What follows belongs to an exercise in optimizing a design on an open flow for small area and a short achievable clock period; a production flow would make more cautious choices. The RTL was checked by simulation tests, not by an equivalence proof against the original design. Power is estimated from default activity; no workload was simulated.

==> flow/design.v (excerpt) <==
module csr_unit #(
    parameter logic [csr_pkg::XLEN-1:0] MSCRATCH_RESET = 32'hb000_0000,
    parameter logic [csr_pkg::XLEN-1:0] HART_ID        = 32'd1,
    parameter logic [63:0]              MTIMECMP_RESET = 64'h0000_0000_8000_0000,
    parameter logic                     MEIE_RESET     = 1'b1
) (
    input  logic                          clk,
    input  logic                          rst_n,
    input  logic                          instruction_vld,
    input  logic [csr_pkg::XLEN-1:0]      instruction_pld,
    input  logic [4:0]                    inst_rd_idx,
    input  logic                          inst_rd_en,
    input  logic [csr_pkg::XLEN-1:0]      rs1_val,
    input  logic [63:0]                   instret,
    input  logic                          trap_vld,
    input  logic [csr_pkg::XLEN-1:0]      trap_pc,
    input  logic [csr_pkg::XLEN-1:0]      trap_cause,
    input  logic [csr_pkg::XLEN-1:0]      trap_tval,
    input  logic                          mret_en,
    input  logic                          intr_meip,
    input  logic                          intr_msip,
    input  logic                          intr_rdy,
    output logic [4:0]                    reg_index,
    output logic                          reg_wr_en,
    output logic [csr_pkg::XLEN-1:0]      reg_val,
    output logic                          intr_vld,
    output logic [csr_pkg::XLEN-1:0]      intr_op,
    output logic [csr_pkg::XLEN-1:0]      mtvec_val,
    output logic [csr_pkg::XLEN-1:0]      mepc_val
);
Size: about 2100 cells after synthesis, about 370 I/O pins, roughly 17000 um^2 of cells after synthesis.
clock: 6.0 ns
lec_check: 0
cap_margin: 20
core_margin: 2
core_utilization: 65
cts_buf_list: sky130_fd_sc_hd__clkbuf_4
cts_cluster_diameter: 40
cts_cluster_size: 8
place_density: 0.75
setup_slack_margin: 1.7
slew_margin: 20
standard.sh (not shown) runs the stock make flow with config.mk's settings and CLKGATE_MAP_FILE= SYNTH_SCRIPT=/design/flow/synth_recipe.tcl, a recipe that flattens the netlist after the stock synthesis.
==> flow/flow/run.sh <==
#!/bin/bash
# The standard flow's layout, with two changes: abc maps with flow/abc_custom.script,
# and the port buffers are plain buf_1 cells.
set -euo pipefail
export CUSTOM_ABC_SCRIPT="$PWD/flow/abc_custom.script"
bash standard.sh SYNTH_SCRIPT="$PWD/flow/synth_custom.tcl" \
  BUFFER_PORTS_ARGS="-buffer_cell sky130_fd_sc_hd__buf_1" finish > standard_make.log 2>&1
==> flow/flow/abc_custom.script <==
&get -n
&st
&dch
&nf
&st
&syn2
&if -g -K 6
&synch2
&nf
&st
&syn2
&if -g -K 6
&synch2
&nf
&put
strash
dch
map
topo
buffer -c
stime -c
upsize -c
dnsize -c
==> flow/flow/synth_custom.tcl <==
proc synth {args} { yosys synth -nofsm -noshare {*}$args }
proc abc {args} {
  set i [lsearch -exact $args -script]
  if {$i >= 0} { lset args [expr {$i + 1}] $::env(CUSTOM_ABC_SCRIPT) }
  yosys abc {*}$args
}
source $::env(SCRIPTS_DIR)/synth.tcl
# left out here: clear keep_hierarchy, flatten, clean up, hide names made inside functions, write 1_2_yosys.v
Then changed:
--- a/flow/flow/abc_custom.script
+++ b/flow/flow/abc_custom.script
@@ -22,2 +21,0 @@
-upsize -c
-dnsize -c
--- a/flow/config.mk
+++ b/flow/config.mk
@@ -10,6 +10,5 @@
-export CORE_UTILIZATION = 65
-export CTS_BUF_LIST = sky130_fd_sc_hd__clkbuf_4
-export CTS_CLUSTER_DIAMETER = 40
-export CTS_CLUSTER_SIZE = 8
-export PLACE_DENSITY = 0.75
-export SETUP_SLACK_MARGIN = 1.7
+export CORE_UTILIZATION = 55
+export CTS_BUF_LIST = sky130_fd_sc_hd__clkbuf_8
+export CTS_CLUSTER_DIAMETER = 50
+export CTS_CLUSTER_SIZE = 12
+export SETUP_SLACK_MARGIN = 1.5
Result:
- worst setup slack is worse by 0.14 ns
- power came out higher by 5.0%
- core utilization falls by 16 points
- clock-buffer cell count shrinks by 24
- fmax decreases by 3.0%
- critical path depth falls by 2
- combinational power falls by about 3%
- clock skew came out lower by 0.015 ns
- wire length is higher by 1.6%
- final area decreases by 0.59%

Setup of job 4482:
Starting RTL as in the previous note.
clock: 6.0 ns
lec_check: 0
cap_margin: 20
core_margin: 2
core_utilization: 55
setup_slack_margin: 1.5
slew_margin: 20
==> flow/flow/run.sh <==
#!/bin/bash
set -euo pipefail
bash standard.sh BUFFER_PORTS_ARGS="-buffer_cell sky130_fd_sc_hd__buf_1" finish > standard_make.log 2>&1
Job 4482: PASS, flow complete, no timing, DRC or antenna violations
Setup changes, job 4482 to job 6986
Settings: CTS_CLUSTER_DIAMETER now 50, previously not set; SETUP_SLACK_MARGIN now 1.7, was 1.5; CTS_BUF_LIST now sky130_fd_sc_hd__clkbuf_8, previously not set; CTS_CLUSTER_SIZE now 12, previously not set.
==> flow/flow/run.sh <==
#!/bin/bash
# The standard flow's layout, with two changes: abc maps with flow/abc_custom.script,
# and the port buffers are plain buf_1 cells.
set -euo pipefail
export CUSTOM_ABC_SCRIPT="$PWD/flow/abc_custom.script"
bash standard.sh SYNTH_SCRIPT="$PWD/flow/synth_custom.tcl" \
  BUFFER_PORTS_ARGS="-buffer_cell sky130_fd_sc_hd__buf_1" finish > standard_make.log 2>&1
==> flow/flow/abc_custom.script (new file) <==
&get -n
&st
&dch
&nf
&st
&syn2
&if -g -K 6
&synch2
&nf
&st
&syn2
&if -g -K 6
&synch2
&nf
&st
&syn2
&if -g -K 6
&synch2
&nf
&st
&syn2
&if -g -K 6
&synch2
&nf
&st
&syn2
&if -g -K 6
&synch2
&nf
&put
strash
dch
map
topo
buffer -c
stime -c
upsize -c
dnsize -c
==> flow/flow/synth_custom.tcl (new file) <==
proc synth {args} { yosys synth -nofsm -noshare {*}$args }
proc abc {args} {
  set i [lsearch -exact $args -script]
  if {$i >= 0} { lset args [expr {$i + 1}] $::env(CUSTOM_ABC_SCRIPT) }
  yosys abc {*}$args
}
source $::env(SCRIPTS_DIR)/synth.tcl
# left out here: clear keep_hierarchy, flatten, clean up, hide names made inside functions, write 1_2_yosys.v
Notes after the runs:
- | clock period minus final worst setup slack | lower: job 6986 |
- [job 6986] power fell 6.0% relative to job 4482
- Per the comparison of job 6986 with job 4482, combinational power went up by about 14%, sequential share of layout area went down by 1.6 points, number of gates resized after cts went up by 20, combined global-route utilization of all metal layers went up by 4.9 points, least setup slack across all paths after layout went up by 0.10 ns.
- Job 6986 finished all stages; the layout is clean.
- Looking at capture point of the critical path, the reg_val[20] result is from job 4482; the reg_val[17] one comes from job 6986.
For job 3357, these inputs were changed with respect to job 6986:
Settings: SETUP_SLACK_MARGIN no longer set, was 1.7.
==> flow/flow/run.sh <==
#!/bin/bash
set -euo pipefail
bash standard.sh BUFFER_PORTS_ARGS="-buffer_cell sky130_fd_sc_hd__buf_1" finish > standard_make.log 2>&1
removed: flow/flow/abc_custom.script
removed: flow/flow/synth_custom.tcl
==> run notes <==
Compared with job 6986, job 3357 shows core utilization lower by 3.0 points.
Diff job 6986 -> job 3357 | post-CTS setup repair buffer count | decrease of 29
Job 3357 ends up with a post-cts resize count that is 48 lower than in job 6986.
What job 3357 reported for multi-input gate area in the final layout has to be multiplied by 1.07 to get the figure for job 6986.
In the tables for job 3357 and job 6986, amount of wire on met2 after detailed routing reads higher with job 6986.
In the tables for job 3357 and job 6986, clock-buffer cell count reads higher with job 6986.
Compared job 3357 vs job 6986, and combinational power share is down in job 3357.
Re first-pass GRT wire length: job 6986 was higher than job 3357.

csr_unit again, from the RTL that the note above started with.
## csr_unit
module csr_unit #(
    parameter logic [csr_pkg::XLEN-1:0] MSCRATCH_RESET = 32'hb000_0000,
    parameter logic [csr_pkg::XLEN-1:0] HART_ID        = 32'd1,
    parameter logic [63:0]              MTIMECMP_RESET = 64'h0000_0000_8000_0000,
    parameter logic                     MEIE_RESET     = 1'b1
) (
    input  logic                          clk,
    input  logic                          rst_n,
    input  logic                          instruction_vld,
    input  logic [csr_pkg::XLEN-1:0]      instruction_pld,
    input  logic [4:0]                    inst_rd_idx,
    input  logic                          inst_rd_en,
    input  logic [csr_pkg::XLEN-1:0]      rs1_val,
    input  logic [63:0]                   instret,
    input  logic                          trap_vld,
    input  logic [csr_pkg::XLEN-1:0]      trap_pc,
    input  logic [csr_pkg::XLEN-1:0]      trap_cause,
    input  logic [csr_pkg::XLEN-1:0]      trap_tval,
    input  logic                          mret_en,
    input  logic                          intr_meip,
    input  logic                          intr_msip,
    input  logic                          intr_rdy,
    output logic [4:0]                    reg_index,
    output logic                          reg_wr_en,
    output logic [csr_pkg::XLEN-1:0]      reg_val,
    output logic                          intr_vld,
    output logic [csr_pkg::XLEN-1:0]      intr_op,
    output logic [csr_pkg::XLEN-1:0]      mtvec_val,
    output logic [csr_pkg::XLEN-1:0]      mepc_val
);
Settings: LEC_CHECK=0, CAP_MARGIN=20, CORE_MARGIN=2, CORE_UTILIZATION=55, CTS_BUF_LIST=sky130_fd_sc_hd__clkbuf_8, CTS_CLUSTER_DIAMETER=50, CTS_CLUSTER_SIZE=12, SETUP_SLACK_MARGIN=1.7, SLEW_MARGIN=20, TNS_END_PERCENT=0; clock period 6.0 ns.
==> flow/flow/run.sh <==
#!/bin/bash
# The standard flow's layout, with two changes: abc maps with flow/abc_custom.script,
# and the port buffers are plain buf_1 cells.
set -euo pipefail
export CUSTOM_ABC_SCRIPT="$PWD/flow/abc_custom.script"
bash standard.sh SYNTH_SCRIPT="$PWD/flow/synth_custom.tcl" \
  BUFFER_PORTS_ARGS="-buffer_cell sky130_fd_sc_hd__buf_1" finish > standard_make.log 2>&1
==> flow/flow/abc_custom.script <==
&get -n
&st
&dch
&nf
&st
&syn2
&if -g -K 6
&synch2
&nf
&st
&syn2
&if -g -K 6
&synch2
&nf
&put
strash
dch
map
topo
buffer -c
stime -c
upsize -c
dnsize -c
==> flow/flow/synth_custom.tcl <==
proc synth {args} { yosys synth -nofsm -noshare {*}$args }
proc abc {args} {
  set i [lsearch -exact $args -script]
  if {$i >= 0} { lset args [expr {$i + 1}] $::env(CUSTOM_ABC_SCRIPT) }
  yosys abc {*}$args
}
source $::env(SCRIPTS_DIR)/synth.tcl
# left out here: clear keep_hierarchy, flatten, clean up, hide names made inside functions, write 1_2_yosys.v
Rerun with:
==> flow/flow/run.sh (replaced) <==
#!/bin/bash
set -euo pipefail
bash standard.sh BUFFER_PORTS_ARGS="-buffer_cell sky130_fd_sc_hd__buf_1" finish > standard_make.log 2>&1
Settings changed: SETUP_SLACK_MARGIN 1.7 to 1.5, TNS_END_PERCENT 0 to unset.
removed: flow/flow/abc_custom.script
removed: flow/flow/synth_custom.tcl
Result: Design area shrinks slightly; clock-buffer cell count grows by 1; routed wire length shrinks by roughly a tenth; area after synthesis stays flat; worst setup slack loses 0.16 ns; clock skew shrinks by 0.0039 ns; register-to-register slack loses 0.19 ns.
Rerun with:
Settings changed: SETUP_SLACK_MARGIN 1.5 to 2.2.
What happened: The changed run completed without violations; non-clock buffer count rises by 111; clock-buffer cell count rises by 2; worst setup slack gets better by 0.015 ns; hold slack barely changes; sequential cell count is unchanged; total power falls by 0.63%; sequential power barely changes.
Rerun with:
==> flow/flow/run.sh (replaced) <==
#!/bin/bash
# The standard flow's layout, with two changes: abc maps with flow/abc_custom.script,
# and the port buffers are plain buf_1 cells.
set -euo pipefail
export CUSTOM_ABC_SCRIPT="$PWD/flow/abc_custom.script"
bash standard.sh SYNTH_SCRIPT="$PWD/flow/synth_custom.tcl" \
  BUFFER_PORTS_ARGS="-buffer_cell sky130_fd_sc_hd__buf_1" finish > standard_make.log 2>&1
==> flow/flow/abc_custom.script (new file) <==
&get -n
&st
&dch
&nf
&st
&syn2
&if -g -K 6
&synch2
&nf
&st
&syn2
&if -g -K 6
&synch2
&nf
&put
strash
dch
map
topo
buffer -c
stime -c
upsize -c
dnsize -c
==> flow/flow/synth_custom.tcl (new file) <==
proc synth {args} { yosys synth -nofsm -noshare {*}$args }
proc abc {args} {
  set i [lsearch -exact $args -script]
  if {$i >= 0} { lset args [expr {$i + 1}] $::env(CUSTOM_ABC_SCRIPT) }
  yosys abc {*}$args
}
source $::env(SCRIPTS_DIR)/synth.tcl
# left out here: clear keep_hierarchy, flatten, clean up, hide names made inside functions, write 1_2_yosys.v
Settings changed: SETUP_SLACK_MARGIN 2.2 to 1.5.
The new run finished clean.
Utilization decreases by 7.0 points.
Global-route usage increases by 0.16 points.
Via count increases by 1.9%.

-- re-timing with driven ports --
The flow's constraints put no driver on any port. The routed layouts listed below were extracted and timed again, unchanged, in two steps.
Step 1 (the two cells are an assumption about what drives the block):
set clk [get_ports {clk}]
set_driving_cell -lib_cell sky130_fd_sc_hd__clkbuf_16 $clk
set_driving_cell -lib_cell sky130_fd_sc_hd__buf_2 [delete_from_list [all_inputs] $clk]
Step 2 adds t to the input delays and takes it off the output delays; t is the mean of the earliest and latest rising clock arrival at the registers after step 1. Input paths then give back, and output paths get back, about the clock's delay inside the block.
Slacks: no drivers / after step 1 / after step 2; pairs: no drivers / after step 1.
| run | shift t [ns] | slack for setup (ns) | clock arrival spread, ns |
|---|---|---|---|
| the first run of note 1 | 0.740 | 1.644 / 1.621 / 1.621 | 0.038 / 0.039 |
| the second run of note 1 | 0.611 | 1.509 / 1.488 / 1.488 | 0.030 / 0.031 |
| job 4482 | 0.574 | 1.529 / 1.508 / 1.508 | 0.026 / 0.026 |
| job 6986 | 0.601 | 1.629 / 1.600 / 1.550 | 0.031 / 0.031 |
| job 3357 | 0.605 | 0.725 / 0.704 / 0.704 | 0.026 / 0.025 |
| the first run of note 3 | 0.627 | 1.678 / 1.653 / 1.653 | 0.034 / 0.034 |
| the second run of note 3 | 0.607 | 1.513 / 1.492 / 1.492 | 0.028 / 0.027 |
| the third run of note 3 | 0.609 | 1.529 / 1.478 / 1.478 | 0.032 / 0.031 |
| the fourth run of note 3 | 0.625 | 1.563 / 1.544 / 1.544 | 0.033 / 0.033 |
After both steps setup and hold are still met in every run listed. For job 6986, which loses most, drivers alone change the setup slack by -0.029 ns; drivers and shift together by -0.079 ns.
